Source: an optimization exercise on an open RTL-to-GDS flow (aim: small area, a short achievable clock period and few clock cycles per item). Production flows keep margins and buffers that such runs may drop.
Only simulation tests tie the RTL to the original design; equivalence was not proved.
No activity file was given, so power comes from the tool's default toggle rates.

// polygon_convexity_check
module polygon_convexity_check #(
  parameter int COORD_WIDTH = 16
) (
  input  logic                          clk,
  input  logic                          rst,
  input  logic                          vertex_valid,
  output logic                          vertex_ready,
  input  logic signed [COORD_WIDTH-1:0] vertex_x,
  input  logic signed [COORD_WIDTH-1:0] vertex_y,
  input  logic                          last_vertex,
  output logic                          result_valid,
  input  logic                          result_ready,
  output logic                          is_convex,
  output logic                          too_few
);
Settings: LEC_CHECK=0, ABC_AREA=1, CAP_MARGIN=20, CORE_MARGIN=2, CORE_UTILIZATION=40, PLACE_DENSITY=0.6, SETUP_SLACK_MARGIN=4.0, SLEW_MARGIN=20; clock period 7.5 ns.
standard.sh (not shown) runs the stock make flow with config.mk's settings and CLKGATE_MAP_FILE= SYNTH_SCRIPT=/design/flow/synth_recipe.tcl, a recipe that flattens the netlist after the stock synthesis.
==> flow/flow/run.sh <==
#!/bin/bash
# Layout flow: the standard flow (standard.sh) unchanged except for one step in
# synthesis. Before Yosys's fine-grained synthesis runs ABC, the adder trees of the RTL
# (plain XOR / majority gates) are mapped to full- and half-adder cells, so ABC cannot
# restructure them first; extracting them afterwards leaves inverters between the adder
# cells. Everything else, including the registers, is the standard synthesis.
set -euo pipefail
HERE=$(pwd)
FL=$HERE/flow

# synthesis script: ORFS's synth.tcl with the early adder extraction inserted
python3 - "$FLOW_HOME/scripts/synth.tcl" "$HERE/synth_fa.tcl" <<'PYEOF'
import sys
src = open(sys.argv[1]).read()
anchor = """if {
  [env_var_exists_and_non_empty SYNTH_WRAPPED_OPERATORS] ||
  [env_var_exists_and_non_empty SWAP_ARITH_OPERATORS]
} {
  source $::env(SCRIPTS_DIR)/synth_wrap_operators.tcl
} else {"""
early = """# early full-adder extraction (this flow's only change to synthesis)
opt -fast -full
memory_map
opt -full
techmap -map +/techmap.v -map $::env(FLOW_HOME)/platforms/common/lcu_kogge_stone.v
opt -fast
extract_fa {*}[dont_use_extract_fa_args]
techmap -map $::env(ADDER_MAP_FILE)
opt -fast

"""
assert src.count(anchor) == 1, "synth.tcl anchor not found"
open(sys.argv[2], "w").write(src.replace(anchor, early + anchor))
PYEOF
# The standard flow's synthesis wrapper, sourcing the script above instead of synth.tcl
sed "s|\$::env(SCRIPTS_DIR)/synth.tcl|$HERE/synth_fa.tcl|" synth_recipe.tcl > synth_recipe_fa.tcl
grep -q "synth_fa.tcl" synth_recipe_fa.tcl
# standard.sh with that synthesis wrapper, for the synth target only
sed "s|SYNTH_SCRIPT=[^ ]*|SYNTH_SCRIPT=$HERE/synth_recipe_fa.tcl|" standard.sh > standard_fa.sh
grep -q "synth_recipe_fa.tcl" standard_fa.sh

bash standard_fa.sh synth > synth.log 2>&1
bash standard.sh finish > finish.log 2>&1
Testbench counts at the start, summed over its fixed seeds: cycles 59,325, items 59,266.
Change:
--- a/flow/config.mk
+++ b/flow/config.mk
@@ -11,2 +11,4 @@
 export CORE_UTILIZATION = 40
+export CTS_CLUSTER_DIAMETER = 80
+export CTS_CLUSTER_SIZE = 30
 export PLACE_DENSITY = 0.6
Synthesized area does not change.
Synthesized cell count is unchanged.
Wire length stays flat.
Clock skew stays flat.
Fmax went down slightly.
Cell count went down slightly.
Core utilization went down by 0.90 points.
Power went down by roughly a tenth.
Non-clock buffer count went down by 3.

Setup of run D:
polygon_convexity_check, a different RTL version from the one above (not shown whole).
Size: roughly 2600 cells after synthesis, about 350 flip-flops, about 41 I/O pins, ~26000 sq um of cells after synthesis.
export LEC_CHECK = 0
export ABC_AREA = 1
export CAP_MARGIN = 20
export CORE_MARGIN = 2
export CORE_UTILIZATION = 40
export PLACE_DENSITY = 0.6
export SETUP_SLACK_MARGIN = 4.2
export SLEW_MARGIN = 20
create_clock -name core_clock -period 7.5 [get_ports {clk}]
run.sh (not shown) runs the stock make flow with config.mk's settings and CLKGATE_MAP_FILE= SYNTH_SCRIPT=/design/flow/synth_recipe.tcl, a recipe that flattens the netlist after the stock synthesis.
Stock flow here: none of the scripts above is used.
Run D was carried through to the last stage, and its layout satisfied the timing, design-rule and antenna checks.
Testbench counts of run D, summed over its fixed seeds: cycles 59,325, items 59,266.
diff inputs: run D => run C
Settings: SETUP_SLACK_MARGIN: 4.2 -> 4.0.
[summary]
- Per the comparison of run C with run D, switching share of power saw an increase, instance count on the critical path went down, peak clock frequency supported by timing decreased 1.6%, power density of the placed cells shows a reduction of about 1.4%.
- Run C: sequential share of layout area 0.66 points above run D
- First-pass GRT wire length, run C and run D: smaller value in run C
- Looking at run C and run D, the required time of the critical path is a wash.

== exp/yarrow ==
polygon_convexity_check, a different RTL version from the one above (not shown whole).
Size in the first run: about 2900 cells after synthesis, roughly 390 flip-flops, roughly 28000 um^2 of cells after synthesis.
// polygon_convexity_check
module polygon_convexity_check #(
  parameter int COORD_WIDTH = 16
) (
  input  logic                          clk,
  input  logic                          rst,
  input  logic                          vertex_valid,
  output logic                          vertex_ready,
  input  logic signed [COORD_WIDTH-1:0] vertex_x,
  input  logic signed [COORD_WIDTH-1:0] vertex_y,
  input  logic                          last_vertex,
  output logic                          result_valid,
  input  logic                          result_ready,
  output logic                          is_convex,
  output logic                          too_few
);
Settings: LEC_CHECK=0, ABC_AREA=1, CAP_MARGIN=20, CORE_MARGIN=2, CORE_UTILIZATION=40, PLACE_DENSITY=0.6, SETUP_SLACK_MARGIN=4.3, SLEW_MARGIN=20; clock period 7.5 ns.
Looking at the reports, exp/yarrow completed the entire flow and the layout it produced met the timing, design-rule and antenna checks.
Testbench counts of exp/yarrow, summed over its fixed seeds: cycles 59,325, items 59,266.
What exp/raven does differently from exp/yarrow at the input level:
Settings: SETUP_SLACK_MARGIN now 4.5, was 4.3; PLACE_DENSITY now 0.7, was 0.6; CORE_UTILIZATION now 55, was 40.
Notes after the runs:
Looking at total power across exp/raven and exp/yarrow, the one that comes out higher is exp/raven. exp/yarrow ended up with more cell instances than exp/raven did. Against exp/yarrow, exp/raven comes in 7.4% higher on final area. The lower number of vias in the routed layout of exp/raven and exp/yarrow is in exp/yarrow. Summary of exp/raven over exp/yarrow: fmax climbed about 2.4%, post-CTS setup buffer count climbed about 260%, count of inverters not on the clock network in the layout barely changed. When exp/raven is measured against exp/yarrow, its met3 wire length turns out 23% higher. Number of optimization iterations in the first detailed-route pass: exp/raven and exp/yarrow compared, lower one is exp/raven.
> inputs changed (exp/raven -> exp/juniper)
Settings: changing PLACE_DENSITY from 0.7 to 0.6; changing SETUP_SLACK_MARGIN from 4.5 to 4.0; changing CORE_UTILIZATION from 55 to 40.
No stage failed in exp/juniper, and the final checks on the layout all came back clean. Final clock period utilization by the worst path | exp/juniper above exp/raven. Of exp/raven and exp/juniper, exp/juniper shows the lower power spent charging and discharging nets, with exp/raven above it. Going from exp/raven to exp/juniper, clock power share now sits higher; area growth from synthesis to final layout now sits lower.
> inputs changed (exp/juniper -> exp/onyx)
Settings: an added TNS_END_PERCENT of 10.
## What came out
Looking at the reports, exp/onyx completed the entire flow and the layout it produced met the timing, design-rule and antenna checks.
The minimum hold slack was comparable across exp/juniper and exp/onyx.
In the metrics for exp/juniper and exp/onyx, the one carrying the higher maximum single-stage delay on the critical path is exp/onyx.
Delta (exp/onyx minus exp/juniper): via count of the routed design decreased by 0.58% relative to the old numbers, synthesized cell count has remained practically unchanged, placer's final routability congestion estimate lower.

Another version of the RTL of polygon_convexity_check (not shown whole).
Size in the first run: about 390 flip-flops, roughly 41 I/O pins, about 26000 µm² of cells after synthesis.
export LEC_CHECK = 0
export ABC_AREA = 1
export CAP_MARGIN = 20
export CORE_MARGIN = 2
export CORE_UTILIZATION = 40
export CTS_CLUSTER_DIAMETER = 80
export CTS_CLUSTER_SIZE = 30
export PLACE_DENSITY = 0.6
export SETUP_SLACK_MARGIN = 4.4
export SLEW_MARGIN = 20
create_clock -name core_clock -period 7.5 [get_ports {clk}]
standard.sh (not shown) runs the stock make flow with config.mk's settings and CLKGATE_MAP_FILE= SYNTH_SCRIPT=/design/flow/synth_recipe.tcl, a recipe that flattens the netlist after the stock synthesis.
Scripts as last shown in full above: flow/flow/run.sh
Testbench counts at the start, summed over its fixed seeds: cycles 59,325, items 59,266.
==> next run, changes <==
==> flow/run.sh (new file) <==
#!/bin/bash
# synth_recipe.tcl (not shown) runs the flow's synth.tcl, then flattens the netlist and writes it again
# the make line also repeats each setting of config.mk as NAME=value (left out here)
make -C /OpenROAD-flow-scripts/flow DESIGN_CONFIG=/design/flow/config.mk WORK_HOME=/design/flow/orfs CLKGATE_MAP_FILE= SYNTH_SCRIPT=/design/flow/synth_recipe.tcl finish
removed: flow/flow/run.sh
removed: flow/standard.sh
Effect: Worst setup slack gets worse by 0.036 ns. Via count increases by a few percent. Design area increases by a few percent. Area after synthesis increases by a few percent. Global-route usage increases by 0.83 points. Utilization increases by 0.39 points. Final cell count increases by a little under a tenth.
==> next run, changes <==
==> flow/flow/run.sh (new file) <==
#!/bin/bash
# Layout flow: the standard flow (standard.sh) unchanged except for one step in
# synthesis. Before Yosys's fine-grained synthesis runs ABC, the adder trees of the RTL
# (plain XOR / majority gates) are mapped to full- and half-adder cells, so ABC cannot
# restructure them first; extracting them afterwards leaves inverters between the adder
# cells. Everything else, including the registers, is the standard synthesis.
set -euo pipefail
HERE=$(pwd)
FL=$HERE/flow

# synthesis script: ORFS's synth.tcl with the early adder extraction inserted
python3 - "$FLOW_HOME/scripts/synth.tcl" "$HERE/synth_fa.tcl" <<'PYEOF'
import sys
src = open(sys.argv[1]).read()
anchor = """if {
  [env_var_exists_and_non_empty SYNTH_WRAPPED_OPERATORS] ||
  [env_var_exists_and_non_empty SWAP_ARITH_OPERATORS]
} {
  source $::env(SCRIPTS_DIR)/synth_wrap_operators.tcl
} else {"""
early = """# early full-adder extraction (this flow's only change to synthesis)
opt -fast -full
memory_map
opt -full
techmap -map +/techmap.v -map $::env(FLOW_HOME)/platforms/common/lcu_kogge_stone.v
opt -fast
extract_fa {*}[dont_use_extract_fa_args]
techmap -map $::env(ADDER_MAP_FILE)
opt -fast

"""
assert src.count(anchor) == 1, "synth.tcl anchor not found"
open(sys.argv[2], "w").write(src.replace(anchor, early + anchor))
PYEOF
# The standard flow's synthesis wrapper, sourcing the script above instead of synth.tcl
sed "s|\$::env(SCRIPTS_DIR)/synth.tcl|$HERE/synth_fa.tcl|" synth_recipe.tcl > synth_recipe_fa.tcl
grep -q "synth_fa.tcl" synth_recipe_fa.tcl
# standard.sh with that synthesis wrapper, for the synth target only
sed "s|SYNTH_SCRIPT=[^ ]*|SYNTH_SCRIPT=$HERE/synth_recipe_fa.tcl|" standard.sh > standard_fa.sh
grep -q "synth_recipe_fa.tcl" standard_fa.sh

bash standard_fa.sh synth > synth.log 2>&1
bash standard.sh finish > finish.log 2>&1
==> flow/standard.sh (new file) <==
#!/bin/bash
# synth_recipe.tcl (not shown) runs the flow's synth.tcl, then flattens the netlist and writes it again
# the make line also repeats each setting of config.mk as NAME=value (left out here)
make -C /OpenROAD-flow-scripts/flow DESIGN_CONFIG=/design/flow/config.mk WORK_HOME=/design/flow/orfs CLKGATE_MAP_FILE= SYNTH_SCRIPT=/design/flow/synth_recipe.tcl "${@:-finish}"
CTS_CLUSTER_DIAMETER = 70   (was 80)
CTS_CLUSTER_SIZE = 26   (was 30)
removed: flow/run.sh
What happened: Fmax fell by a few percent. Setup slack got worse by 0.065 ns. Utilization goes down by 0.39 points. Cell count went down by a little under a tenth. Total power increases by well over a third. Routed wire length drops by a few percent. Via count drops by a few percent.
==> next run, changes <==
CTS_CLUSTER_DIAMETER = 80   (was 70)
CTS_CLUSTER_SIZE = 30   (was 26)
SETUP_SLACK_MARGIN = 4.6   (was 4.4)
Design area increases by about 6%; die area is unchanged; non-clock buffer count went up by 100; routed wire length rose by about 5%.
==> next run, changes <==
CORE_UTILIZATION = 55   (was 40)
PLACE_DENSITY = 0.7   (was 0.6)
The changed run passed the timing, design-rule and antenna checks.
Routed wire length grows slightly.
Flip-flop and latch count is unchanged.
Power went up slightly.
Synthesized area does not change.
Clock skew is lower by 0.0062 ns.
Design area is higher slightly.

static timing again, ports no longer ideal:
No port has a modelled driver above. Below, the same layouts with a new extraction and two added sets of constraints. Step 1: set_driving_cell puts a clkbuf_16 on clk and a buf_2 on each other input, an assumption about the parent block. Step 2 also shifts input and output timing later by t, the mid clock arrival at the registers, as if the neighbouring blocks saw the same clock. Slacks: ideal / step 1 / step 2; pairs: ideal / step 1.
run | t (ns) | setup WS [ns] | worst setup path at the end
the first run of note 1 | 0.629 | 4.031 / 4.031 / 3.492 | input to register
the second run of note 1 | 0.633 | 3.997 / 3.997 / 3.498 | input to register
run D | 0.637 | 4.050 / 4.050 / 3.746 | input to register
run C | 0.647 | 3.995 / 3.995 / 3.546 | input to register
exp/yarrow | 0.645 | 3.963 / 3.963 / 3.789 | input to register
exp/raven | 0.647 | 4.045 / 4.045 / 3.982 | input to register
exp/juniper | 0.645 | 4.033 / 4.033 / 3.609 | input to register
exp/onyx | 0.643 | 3.925 / 3.925 / 3.517 | input to register
the first run of note 4 | 0.619 | 4.438 / 4.424 / 3.879 | input to register
the second run of note 4 | 0.661 | 4.402 / 4.402 / 3.878 | input to register
the third run of note 4 | 0.635 | 4.337 / 4.337 / 3.888 | input to register
the fourth run of note 4 | 0.633 | 4.548 / 4.548 / 4.072 | input to register
the fifth run of note 4 | 0.654 | 4.514 / 4.514 / 4.015 | input to register
After both steps every run listed still meets setup and hold. The setup slack of the first run of note 4, which loses most, moves by -0.014 ns with the drivers and by -0.559 ns with both steps.
